What follows belongs to an exercise in optimizing a design on an open flow for small area, a short achievable clock period and few clock cycles per item; a production flow would make more cautious choices.
In this exercise RTL edits were held to simulation tests only and were not proved equivalent to the original.
Power figures rest on the tool's default switching activity, not on a simulated workload.

==> inputs of 02-16 <==
## limit_order_book_matcher
module limit_order_book_matcher
	(
		input  logic               clk,
		input  logic               arst_n,
		input  logic               start,
		output logic               busy,
		input  logic               side,
		input  logic [lobm_pkg::KIND_W-1:0]  order_kind,
		input  logic [lobm_pkg::PRICE_W-1:0] limit_price,
		input  logic [lobm_pkg::QTY_W-1:0]   quantity,
		input  logic [lobm_pkg::ID_W-1:0]    order_id,
		output logic               result_strobe,
		output logic               is_fill,
		output logic [lobm_pkg::ID_W-1:0]    maker_id,
		output logic [lobm_pkg::PRICE_W-1:0] fill_price,
		output logic [lobm_pkg::QTY_W-1:0]   fill_quantity,
		output logic [lobm_pkg::QTY_W-1:0]   remaining,
		output logic               rested,
		output logic               status,
		output logic [lobm_pkg::PRICE_W-1:0] reference_price,
		output logic               last
	);
==> flow/config.mk <==
export PLATFORM = sky130hd
export DESIGN_NAME = limit_order_book_matcher
export DESIGN_NICKNAME = limit_order_book_matcher
export VERILOG_FILES = /design/flow/design.v
export SDC_FILE = /design/flow/constraint.sdc
export NUM_CORES = 4
export LEC_CHECK = 0
export CAP_MARGIN = 20
export CORE_MARGIN = 2
export CORE_UTILIZATION = 60
export SETUP_SLACK_MARGIN = 3.5
export SLEW_MARGIN = 20
export SYNTH_HIERARCHICAL = 1
==> flow/constraint.sdc <==
create_clock -name core_clock -period 8.0 [get_ports {clk}]
set_input_delay 1.6000 -clock core_clock [delete_from_list [all_inputs] [get_ports {clk}]]
set_output_delay 1.6000 -clock core_clock [all_outputs]
set_load 0.01 [all_outputs]
run.sh (not shown) runs the stock make flow with config.mk's settings and CLKGATE_MAP_FILE= SYNTH_SCRIPT=/design/flow/synth_recipe.tcl, a recipe that flattens the netlist after the stock synthesis.
==> 12-08: changes against 02-16 <==
--- a/flow/design.v
+++ b/flow/design.v
@@ -61,18 +61,17 @@
 		input  logic [lobm_pkg::QTY_W-1:0]    quantity,
 		input  logic [lobm_pkg::ID_W-1:0]     order_id,
 		input  logic                          take,
 		output logic                          ord_valid,
 		output logic                          ord_side,
 		output logic [lobm_pkg::KIND_W-1:0]   ord_kind,
 		output logic [lobm_pkg::PRICE_W-1:0]  ord_limit,
 		output logic [lobm_pkg::QTY_W-1:0]    ord_qty,
-		output logic [lobm_pkg::ID_W-1:0]     ord_id,
-		output logic                          busy
+		output logic [lobm_pkg::ID_W-1:0]     ord_id
 	);
 	logic                         pv_q;
 	logic                         p_side_q;
 	logic [lobm_pkg::KIND_W-1:0]  p_kind_q;
 	logic [lobm_pkg::PRICE_W-1:0] p_limit_q;
 	logic [lobm_pkg::QTY_W-1:0]   p_qty_q;
 	logic [lobm_pkg::ID_W-1:0]    p_id_q;
 	always_ff @(posedge clk or negedge arst_n) begin
@@ -86,29 +85,30 @@
 		if (!pv_q || take) begin
 			p_side_q  <= side;
 			p_kind_q  <= order_kind;
 			p_limit_q <= limit_price;
 			p_qty_q   <= quantity;
 			p_id_q    <= order_id;
 		end
 	end
-	assign busy      = pv_q && !take;
 	assign ord_valid = pv_q;
 	assign ord_side  = p_side_q;
 	assign ord_kind  = p_kind_q;
 	assign ord_limit = p_limit_q;
 	assign ord_qty   = p_qty_q;
 	assign ord_id    = p_id_q;
 endmodule
 module lobm_dp
 	(
 		input  logic                          clk,
 		input  logic                          arst_n,
+		input  logic                          start,
 		output logic                          take,
+		output logic                          busy,
 		input  logic                          ord_valid,
 		input  logic                          ord_side,
 		input  logic [lobm_pkg::KIND_W-1:0]   ord_kind,
 		input  logic [lobm_pkg::PRICE_W-1:0]  ord_limit,
 		input  logic [lobm_pkg::QTY_W-1:0]    ord_qty,
 		input  logic [lobm_pkg::ID_W-1:0]     ord_id,
 		output logic                          result_strobe,
 		output logic                          is_fill,
@@ -129,16 +129,17 @@
 	logic                        cv_q;
 	logic                        c_side_q;
 	logic [lobm_pkg::KIND_W-1:0] c_kind_q;
 	logic [PW-1:0]               c_limit_q;
 	logic [QW-1:0]               c_rem_q;
 	logic [IW-1:0]               c_id_q;
 	logic [NL-1:0]               gt_q, eq_q;
 	logic [NL-1:0]               okm_q;
+	logic [NL-1:0]               m_hit_q;
 	logic [PW-1:0] price_q [NL];
 	logic [NL-1:0] lval_q;
 	logic [NL-1:0] best_q;
 	logic [QW-1:0] qty_q [NS];
 	logic [IW-1:0] id_q [NS];
 	logic [NS-1:0] occ_q;
 	logic          bt_q [2][8][8];
 	logic          pr_q [NL][4][4];
@@ -195,17 +196,17 @@
 	logic [NL-1:0] opp_oh;
 	logic          can_fill, rem_nz, fill_b, fill_a;
 	logic [PW-1:0] opp_px;
 	logic [3:0]    mo [NL];
 	logic [NL-1:0] one;
 	logic [NS-1:0] fsel;
 	logic [3:0]    fslot, fslot_b, fslot_a;
 	logic [QW-1:0] qsel, qsel_b, qsel_a, fq, rem_next, rem_diff;
-	logic          take_all;
+	logic          take_all, rem_more;
 	logic [1:0]    qcmp;
 	logic [3:0]    flvl_enc;
 	logic [1:0]    fslot_enc;
 	always_comb begin
 		for (int l = 0; l < NL; l++) opp_oh[l] = best_q[l] && ((l >= 8) != c_side_q);
 		opp_px = c_side_q ? bid_px : ask_px;
 		fill_b = |(best_q[7:0] & okm_q[7:0]);
 		fill_a = |(best_q[15:8] & okm_q[15:8]);
@@ -241,31 +242,32 @@
 		fslot = c_side_q ? fslot_b : fslot_a;
 		flvl_enc = '0;
 		for (int l = 0; l < NL; l++) begin
 			for (int a = 0; a < 4; a++) fsel[l*4+a] = opp_oh[l] && mo[l][a];
 			flvl_enc = flvl_enc | (opp_oh[l] ? 4'(l) : 4'd0);
 		end
 		fslot_enc = {fslot[3] | fslot[2], fslot[3] | fslot[1]};
 		take_all = !qcmp[1];
+		rem_more = !qcmp[1] && !qcmp[0];
 		fq       = take_all ? qsel : c_rem_q;
 		rem_next = take_all ? rem_diff : '0;
 	end
 	lobm_cmp #(.W(QW)) u_cmp_q (.a(qsel), .b(c_rem_q), .gt(qcmp[1]), .eq(qcmp[0]));
 	lobm_add #(.W(QW), .SUB(1'b1)) u_sub_rem (.a(c_rem_q), .b(qsel), .s(rem_diff));
 	logic          rest_want, match_any, free_any, tgt_room, rest_ok, full;
 	logic          mh_b, mh_a, fr_b, fr_a, rm_b, rm_a;
 	logic [NL-1:0] m_hit, free_oh, tgt_side;
 	logic [3:0]    fs [NL];
 	logic [3:0]    wslot, ws_b, ws_a;
 	logic [NS-1:0] rsel;
 	always_comb begin
 		rest_want = (c_kind_q == lobm_pkg::KIND_GTC) && rem_nz;
 		for (int l = 0; l < NL; l++) begin
-			m_hit[l]   = lval_q[l] && eq[l];
+			m_hit[l]   = m_hit_q[l];
 			free_oh[l] = !lval_q[l];
 			for (int j = 0; j < 8; j++)
 				if (j < l % 8) free_oh[l] = free_oh[l] && lval_q[(l / 8) * 8 + j];
 		end
 		mh_b = |m_hit[7:0];
 		mh_a = |m_hit[15:8];
 		fr_b = |free_oh[7:0];
 		fr_a = |free_oh[15:8];
@@ -338,58 +340,78 @@
 		else if (opp_any) ref_px = opp_px;
 		else ref_px = '0;
 	end
 	lobm_add #(.W(PW+1)) u_add_cur (.a({1'b0, bid_px}), .b({1'b0, ask_px}), .s(sum_cur));
 	lobm_add #(.W(PW+1)) u_add_lim (.a({1'b0, c_limit_q}), .b({1'b0, opp_px}), .s(sum_lim));
 	logic          rest_fire, lvl_clear;
 	logic [NS-1:0] pw_sel;
 	logic [QW-1:0] wq, pw_diff;
+	logic [NL-1:0] lval_d, best_r, best_d;
+	logic          pv_d, cf_a, cf_b, cf_f2, busy_d, busy_q;
 	always_comb begin
 		take      = !cv_q || fin;
 		rest_fire = fin && rest_ok;
 		lvl_clear = can_fill && take_all && |(opp_oh & one);
 		for (int l = 0; l < NL; l++)
 			for (int a = 0; a < 4; a++)
 				pw_sel[l*4+a] = pw_q && pw_lvl_q == 4'(l) && pw_slot_q == 2'(a);
 		wq = pw_q ? pw_diff : c_rem_q;
+		lval_d = lval_q;
+		best_r = best_q;
+		for (int l = 0; l < NL; l++)
+			if (rest_fire && new_level && tgt_oh[l]) lval_d[l] = 1'b1;
+		for (int s = 0; s < 2; s++)
+			if (rest_fire && lim_best && (s == 1) == c_side_q)
+				best_r[s*8 +: 8] = tgt_oh[s*8 +: 8];
+		best_d = best_r;
+		for (int l = 0; l < NL; l++)
+			if (can_fill && opp_oh[l] && take_all && one[l]) lval_d[l] = 1'b0;
+		for (int s = 0; s < 2; s++)
+			if (lvl_clear && (s == 1) != c_side_q)
+				best_d[s*8 +: 8] = best2[s*8 +: 8];
+		pv_d = (!ord_valid || take) ? start : ord_valid;
+		cf_a = 1'b0;
+		cf_f2 = 1'b0;
+		for (int l = 0; l < NL; l++) begin
+			cf_a  = cf_a  || (best_r[l] && ((l >= 8) != ord_side) && okm_d[l]);
+			cf_f2 = cf_f2 || (best2[l] && ((l >= 8) != c_side_q) && okm_q[l]);
+		end
+		cf_a = cf_a && (ord_qty != '0);
+		cf_b = rem_more && (!(|(opp_oh & one)) || cf_f2);
+		busy_d = pv_d && (take ? (ord_valid && cf_a) : cf_b);
 	end
 	lobm_add #(.W(QW), .SUB(1'b1)) u_sub_pw (.a(pw_qty_q), .b(out_fq_q), .s(pw_diff));
 	always_ff @(posedge clk or negedge arst_n) begin
 		if (!arst_n) begin
 			cv_q        <= 1'b0;
 			lval_q      <= '0;
 			best_q      <= '0;
 			occ_q       <= '0;
 			out_valid_q <= 1'b0;
 			pw_q        <= 1'b0;
+			busy_q      <= 1'b0;
 		end else begin
 			out_valid_q <= cv_q;
 			pw_q        <= can_fill && !take_all;
 			if (take) cv_q <= ord_valid;
-			for (int l = 0; l < NL; l++) begin
-				if (can_fill && opp_oh[l] && take_all && one[l]) lval_q[l] <= 1'b0;
-				if (rest_fire && new_level && tgt_oh[l]) lval_q[l] <= 1'b1;
-			end
+			lval_q <= lval_d;
 			for (int k = 0; k < NS; k++) begin
 				if (can_fill && fsel[k] && take_all) occ_q[k] <= 1'b0;
 				if (rest_fire && rsel[k]) occ_q[k] <= 1'b1;
 			end
-			for (int s = 0; s < 2; s++) begin
-				if (lvl_clear && (s == 1) != c_side_q)
-					best_q[s*8 +: 8] <= best2[s*8 +: 8];
-				if (rest_fire && lim_best && (s == 1) == c_side_q)
-					best_q[s*8 +: 8] <= tgt_oh[s*8 +: 8];
-			end
+			best_q <= best_d;
+			busy_q <= busy_d;
 		end
 	end
 	always_ff @(posedge clk) begin
 		if (take) begin
 			gt_q      <= gt_d;
 			okm_q     <= okm_d;
+			m_hit_q   <= eq_d & lval_d;
 			eq_q      <= eq_d;
 			c_side_q  <= ord_side;
 			c_kind_q  <= ord_kind;
 			c_limit_q <= ord_limit;
 			c_rem_q   <= ord_qty;
 			c_id_q    <= ord_id;
 		end else begin
 			c_rem_q   <= rem_next;
@@ -432,16 +454,17 @@
 			out_price_q  <= '0;
 			out_fq_q     <= '0;
 			out_rem_q    <= c_rem_q;
 			out_rested_q <= rest_ok;
 			out_status_q <= full;
 			out_ref_q    <= ref_px;
 		end
 	end
+	assign busy            = busy_q;
 	assign result_strobe   = out_valid_q;
 	assign is_fill         = out_fill_q;
 	assign maker_id        = out_maker_q;
 	assign fill_price      = out_price_q;
 	assign fill_quantity   = out_fq_q;
 	assign remaining       = out_rem_q;
 	assign rested          = out_rested_q;
 	assign status          = out_status_q;
@@ -487,23 +510,24 @@
 		.quantity    (quantity),
 		.order_id    (order_id),
 		.take        (take),
 		.ord_valid   (ord_valid),
 		.ord_side    (ord_side),
 		.ord_kind    (ord_kind),
 		.ord_limit   (ord_limit),
 		.ord_qty     (ord_qty),
-		.ord_id      (ord_id),
-		.busy        (busy)
+		.ord_id      (ord_id)
 	);
 	lobm_dp u_dp (
 		.clk             (clk),
 		.arst_n          (arst_n),
+		.start           (start),
 		.take            (take),
+		.busy            (busy),
 		.ord_valid       (ord_valid),
 		.ord_side        (ord_side),
 		.ord_kind        (ord_kind),
 		.ord_limit       (ord_limit),
 		.ord_qty         (ord_qty),
 		.ord_id          (ord_id),
 		.result_strobe   (result_strobe),
 		.is_fill         (is_fill),
CTS_CLUSTER_DIAMETER = 80   (was unset)
CTS_CLUSTER_SIZE = 20   (was unset)
SETUP_SLACK_MARGIN = 3.0   (was 3.5)
==> run summary <==
| metric | 02-16 | 12-08 |
|---|---|---|
| Last weighted congestion value of the routability-driven placer | 1.080 | 0.9917 |
| Fraction of final layout cells with drive strength greater than 1 | 0.1993 | 0.1214 |
| Hold path start | u_ctrl.p_id_q[9]$_DFFE_PP_ | u_ctrl.p_id_q[6]$_DFFE_PP_ |
| Result of the run | no timing/DRC/antenna violations | no timing/DRC/antenna violations |
| Worst setup skew after layout | 0.1291 ns | 0.07766 ns |
| Final worst slack | 3.001 ns | 2.995 ns |
| WP buf/inv | 4 | 2 |
| Metal3 WL | 96.49 mm | 90.58 mm |
| Worst setup path endpoint | u_dp.pr_q[113]$_DFFE_PP_ | u_dp.out_ref_q[19]$_SDFF_PP0_ |
| Wire length on met1 | 220.8 mm | 219.8 mm |
| First-pass DRT Iterations | 16 | 7 |
| Count of standard-cell rows | 194 | 192 |
| Initial antenna violation count | 56 | 20 |
| Met1 Resource Use GR | 0.5757 | 0.5890 |
| CTS Sinks | 3964 | 3973 |
| Setup Slack @ Placement | 1.446 ns | 1.764 ns |
| Clk pwr | 18900 uW | 12300 uW |
Testbench counts of 02-16, summed over its fixed seeds: cycles 12,951, orders 8,000.
Testbench counts of 12-08, summed over its fixed seeds: cycles 12,951, orders 8,000.

## port drivers added, routing unchanged
No port has a modelled driver above. Below, the same layouts with a new extraction and two added sets of constraints. Step 1: set_driving_cell puts a clkbuf_16 on clk and a buf_2 on each other input, an assumption about the parent block. Step 2 moves the port delays by t, midway between the first and last clock arrival at a register: inputs arrive t later, outputs are due t later. That takes back most of the time a late clock gives input paths. a / b / c = ideal / step 1 / step 2; a / b = the first two.
| run | t, ns | slack for setup (ns) | worst hold slack (ns) | worst register clock-pin slew, ns |
|---|---|---|---|---|
| 02-16 | 1.098 | 3.001 / 3.001 / 3.001 | 0.415 / 0.415 / 0.415 | 0.07 / 0.07 |
| 12-08 | 1.036 | 2.995 / 2.995 / 2.995 | 0.406 / 0.406 / 0.406 | 0.09 / 0.09 |
After both steps setup and hold are still met in every run listed.
